From an optimization exercise on the open Yosys and OpenROAD flow, aimed at small area and few clock cycles; shortcuts taken in it are not production practice. The RTL was checked by simulation tests, not by an equivalence proof against the original design.

Setup of east:
==> flow/design.v (excerpt) <==
module rotated_span_address_generator_core (
    input  wire logic                        i_clk,
    input  wire logic                        i_rst_n,
    input  wire logic                        i_start,
    output logic                             o_busy,
    input  wire logic                        i_cfg_we,
    input  wire logic [2:0]                  i_cfg_index,
    input  wire logic [15:0]                 i_cfg_data,
    input  wire logic signed [15:0]          i_row_offset,
    input  wire logic signed [15:0]          i_column_offset,
    input  wire logic signed [15:0]          i_src_start_x,
    input  wire logic signed [15:0]          i_src_start_y,
    input  wire logic signed [31:0]          i_step_x,
    input  wire logic signed [31:0]          i_step_y,
    input  wire logic [rsag_pkg::LEN_W-1:0]  i_span_length,
    output logic                             o_valid,
    output logic signed [47:0]               o_source_offset,
    output logic signed [47:0]               o_dest_offset,
    output logic                             o_last_pixel
);
Settings: LEC_CHECK=0, ABC_AREA=1, CAP_MARGIN=20, CORE_MARGIN=2, CORE_UTILIZATION=65, CTS_BUF_LIST=sky130_fd_sc_hd__clkbuf_16, CTS_CLUSTER_DIAMETER=90, CTS_CLUSTER_SIZE=25, SLEW_MARGIN=20; clock period 7.0 ns.
run.sh (not shown) runs the stock make flow with config.mk's settings and CLKGATE_MAP_FILE= SYNTH_SCRIPT=/design/flow/synth_recipe.tcl, a recipe that flattens the netlist after the stock synthesis.
Testbench counts of east, summed over its fixed seeds: cycles 125,535.
The inputs of west differ from those of east as listed below.
diff --git a/flow/config.mk b/flow/config.mk
--- a/flow/config.mk
+++ b/flow/config.mk
@@ -11 +11 @@
-export CORE_UTILIZATION = 65
+export CORE_UTILIZATION = 60
@@ -13,2 +13,3 @@
-export CTS_CLUSTER_DIAMETER = 90
-export CTS_CLUSTER_SIZE = 25
+export CTS_CLUSTER_DIAMETER = 80
+export CTS_CLUSTER_SIZE = 20
+export PLACE_DENSITY = 0.75
Findings:
- west finished every step from synthesis to the final layout, and the layout passed the timing, DRC and antenna checks.
- Sort east and west by wire length of the first global-routing pass, ascending, and east comes first.
- From east to west the numbers moved as follows: met3 demand-to-capacity share in global routing lower; fraction of layout cells with a size suffix above 1 higher; share of cell area taken by flip-flops and latches -0.29 points.


Starting RTL as in the previous note.
clock: 7.0 ns
lec_check: 0
abc_area: 1
cap_margin: 20
core_margin: 2
core_utilization: 65
cts_buf_list: sky130_fd_sc_hd__clkbuf_16
cts_cluster_diameter: 80
cts_cluster_size: 20
gpl_routability_driven: 0
gpl_timing_driven: 0
slew_margin: 20
Testbench counts at the start, summed over its fixed seeds: cycles 125,535.
Change:
Settings changed: GPL_ROUTABILITY_DRIVEN 0 to unset, GPL_TIMING_DRIVEN 0 to unset.
After rerunning:
- die area stays the same
- first-iteration DRC count went down by about a fifth
- setup slack gains 0.044 ns
- non-clock buffer count went down by 103
- area after synthesis is unchanged
- via count went down by a few percent


rotated_span_address_generator_core, a different RTL version from the one above (not shown whole).
For scale: ~4100 cells after synthesis, about 540 flip-flops, about 260 I/O pins, about 0.035 mm^2 of cells after synthesis.
make LEC_CHECK=0 ABC_AREA=1 CAP_MARGIN=20 CORE_MARGIN=2 CORE_UTILIZATION=40 SLEW_MARGIN=20 finish   # period 7.0 ns
Testbench counts at the start, summed over its fixed seeds: cycles 126,883.
Change:
CORE_UTILIZATION = 65   (was 40)
CTS_BUF_LIST = sky130_fd_sc_hd__clkbuf_16   (was default)
CTS_CLUSTER_DIAMETER = 60   (was default)
CTS_CLUSTER_SIZE = 30   (was default)
After rerunning:
- die area went down by 38%
- final area came out lower by 3.0%
- hold slack gets worse by 0.0058 ns
- wire length drops by 9.3%


Starting RTL as in the previous note.
## rotated_span_address_generator_core
module rotated_span_address_generator_core (
    input  wire logic                        i_clk,
    input  wire logic                        i_rst_n,
    input  wire logic                        i_start,
    output logic                             o_busy,
    input  wire logic                        i_cfg_we,
    input  wire logic [2:0]                  i_cfg_index,
    input  wire logic [15:0]                 i_cfg_data,
    input  wire logic signed [15:0]          i_row_offset,
    input  wire logic signed [15:0]          i_column_offset,
    input  wire logic signed [15:0]          i_src_start_x,
    input  wire logic signed [15:0]          i_src_start_y,
    input  wire logic signed [31:0]          i_step_x,
    input  wire logic signed [31:0]          i_step_y,
    input  wire logic [rsag_pkg::LEN_W-1:0]  i_span_length,
    output logic                             o_valid,
    output logic signed [47:0]               o_source_offset,
    output logic signed [47:0]               o_dest_offset,
    output logic                             o_last_pixel
);
export LEC_CHECK = 0
export ABC_AREA = 1
export CAP_MARGIN = 20
export CORE_MARGIN = 2
export CORE_UTILIZATION = 60
export CTS_BUF_LIST = sky130_fd_sc_hd__clkbuf_8
export CTS_CLUSTER_SIZE = 25
export SLEW_MARGIN = 20
create_clock -name core_clock -period 7.0 [get_ports {i_clk}]
Testbench counts at the start, summed over its fixed seeds: cycles 126,883.
Then changed:
Settings changed: CORE_UTILIZATION 60 to 65, CTS_BUF_LIST sky130_fd_sc_hd__clkbuf_8 to sky130_fd_sc_hd__clkbuf_16, CTS_CLUSTER_DIAMETER set to 80, CTS_CLUSTER_SIZE 25 to 20.
Result: Critical path depth drops by 2. Area after synthesis stays the same.
Then changed:
Settings changed: ABC_AREA 1 to unset, CORE_UTILIZATION 65 to 40, CTS_BUF_LIST sky130_fd_sc_hd__clkbuf_16 to unset, CTS_CLUSTER_DIAMETER 80 to unset, CTS_CLUSTER_SIZE 20 to unset.
After rerunning: The changed run ran to the end with no violations; critical path depth came out lower by 5; worst setup slack loses 270 ps; non-clock buffer count is higher by 220.
Then changed:
Settings changed: ABC_AREA set to 1, CORE_UTILIZATION 40 to 55, CTS_BUF_LIST set to sky130_fd_sc_hd__clkbuf_4 sky130_fd_sc_hd__clkbuf_8.
Outcome: The new run went through all stages and came out clean; cell count went down by 1.5%; critical path depth went up by 8; count of clock-buffer cells in the layout went up by 65; wire length hardly moves; setup slack gets better by 290 ps; first-iteration DRC count went up by 22%; synthesized area went down by 1.7%; register-to-register slack gets better by 160 ps; via count went up by 0.71%.
Then changed:
Settings changed: CORE_UTILIZATION 55 to 65, CTS_BUF_LIST sky130_fd_sc_hd__clkbuf_4 sky130_fd_sc_hd__clkbuf_8 to sky130_fd_sc_hd__clkbuf_16, CTS_CLUSTER_DIAMETER set to 100, CTS_CLUSTER_SIZE set to 30.
- design area falls by about 3.5%
- wire length decreases by 6.0%
- via count rises by about 0.7%
- sequential cell count is unchanged
- critical path depth went down by 3
- worst setup slack gets worse by 14 ps
- global-route usage rose by 2.9 points

## re-timing with driven ports
The flow's constraints put no driver on any port. The routed layouts listed below were extracted and timed again, unchanged, in two steps.
Step 1 sets driving cells, clkbuf_16 on the clock port and buf_2 on the other inputs (assumed; they add their load-dependent delay and slew).
Step 2 adds t to the input delays and takes it off the output delays; t is the mean of the earliest and latest rising clock arrival at the registers after step 1. Input paths then give back, and output paths get back, about the clock's delay inside the block.
Slacks: ideal / step 1 / step 2; pairs: ideal / step 1.
run | t (ns) | setup WS [ns] | worst data-port slew with drivers (ns)
east | 0.674 | 0.421 / 0.421 / -0.182 | 0.05
west | 0.637 | 0.446 / 0.481 / -0.151 | 0.06
the first run of note 2 | 0.651 | 0.349 / 0.386 / -0.265 | 0.04
the second run of note 2 | 0.635 | 0.392 / 0.392 / -0.205 | 0.05
the first run of note 3 | 0.691 | 0.457 / 0.499 / -0.192 | 0.08
the second run of note 3 | 0.657 | 0.442 / 0.478 / -0.179 | 0.09
the first run of note 4 | 0.759 | 0.568 / 0.568 / -0.041 | 0.09
the second run of note 4 | 0.649 | 0.552 / 0.552 / -0.029 | 0.09
the third run of note 4 | 0.709 | 0.285 / 0.304 / -0.405 | 0.09
the fourth run of note 4 | 0.778 | 0.574 / 0.574 / -0.092 | 0.09
the fifth run of note 4 | 0.658 | 0.560 / 0.560 / -0.035 | 0.09
With both steps, setup timing fails in every run listed, where it was met with ideal ports. The setup slack of the third run of note 4, which loses most, moves by +0.019 ns with the drivers and by -0.690 ns with both steps.
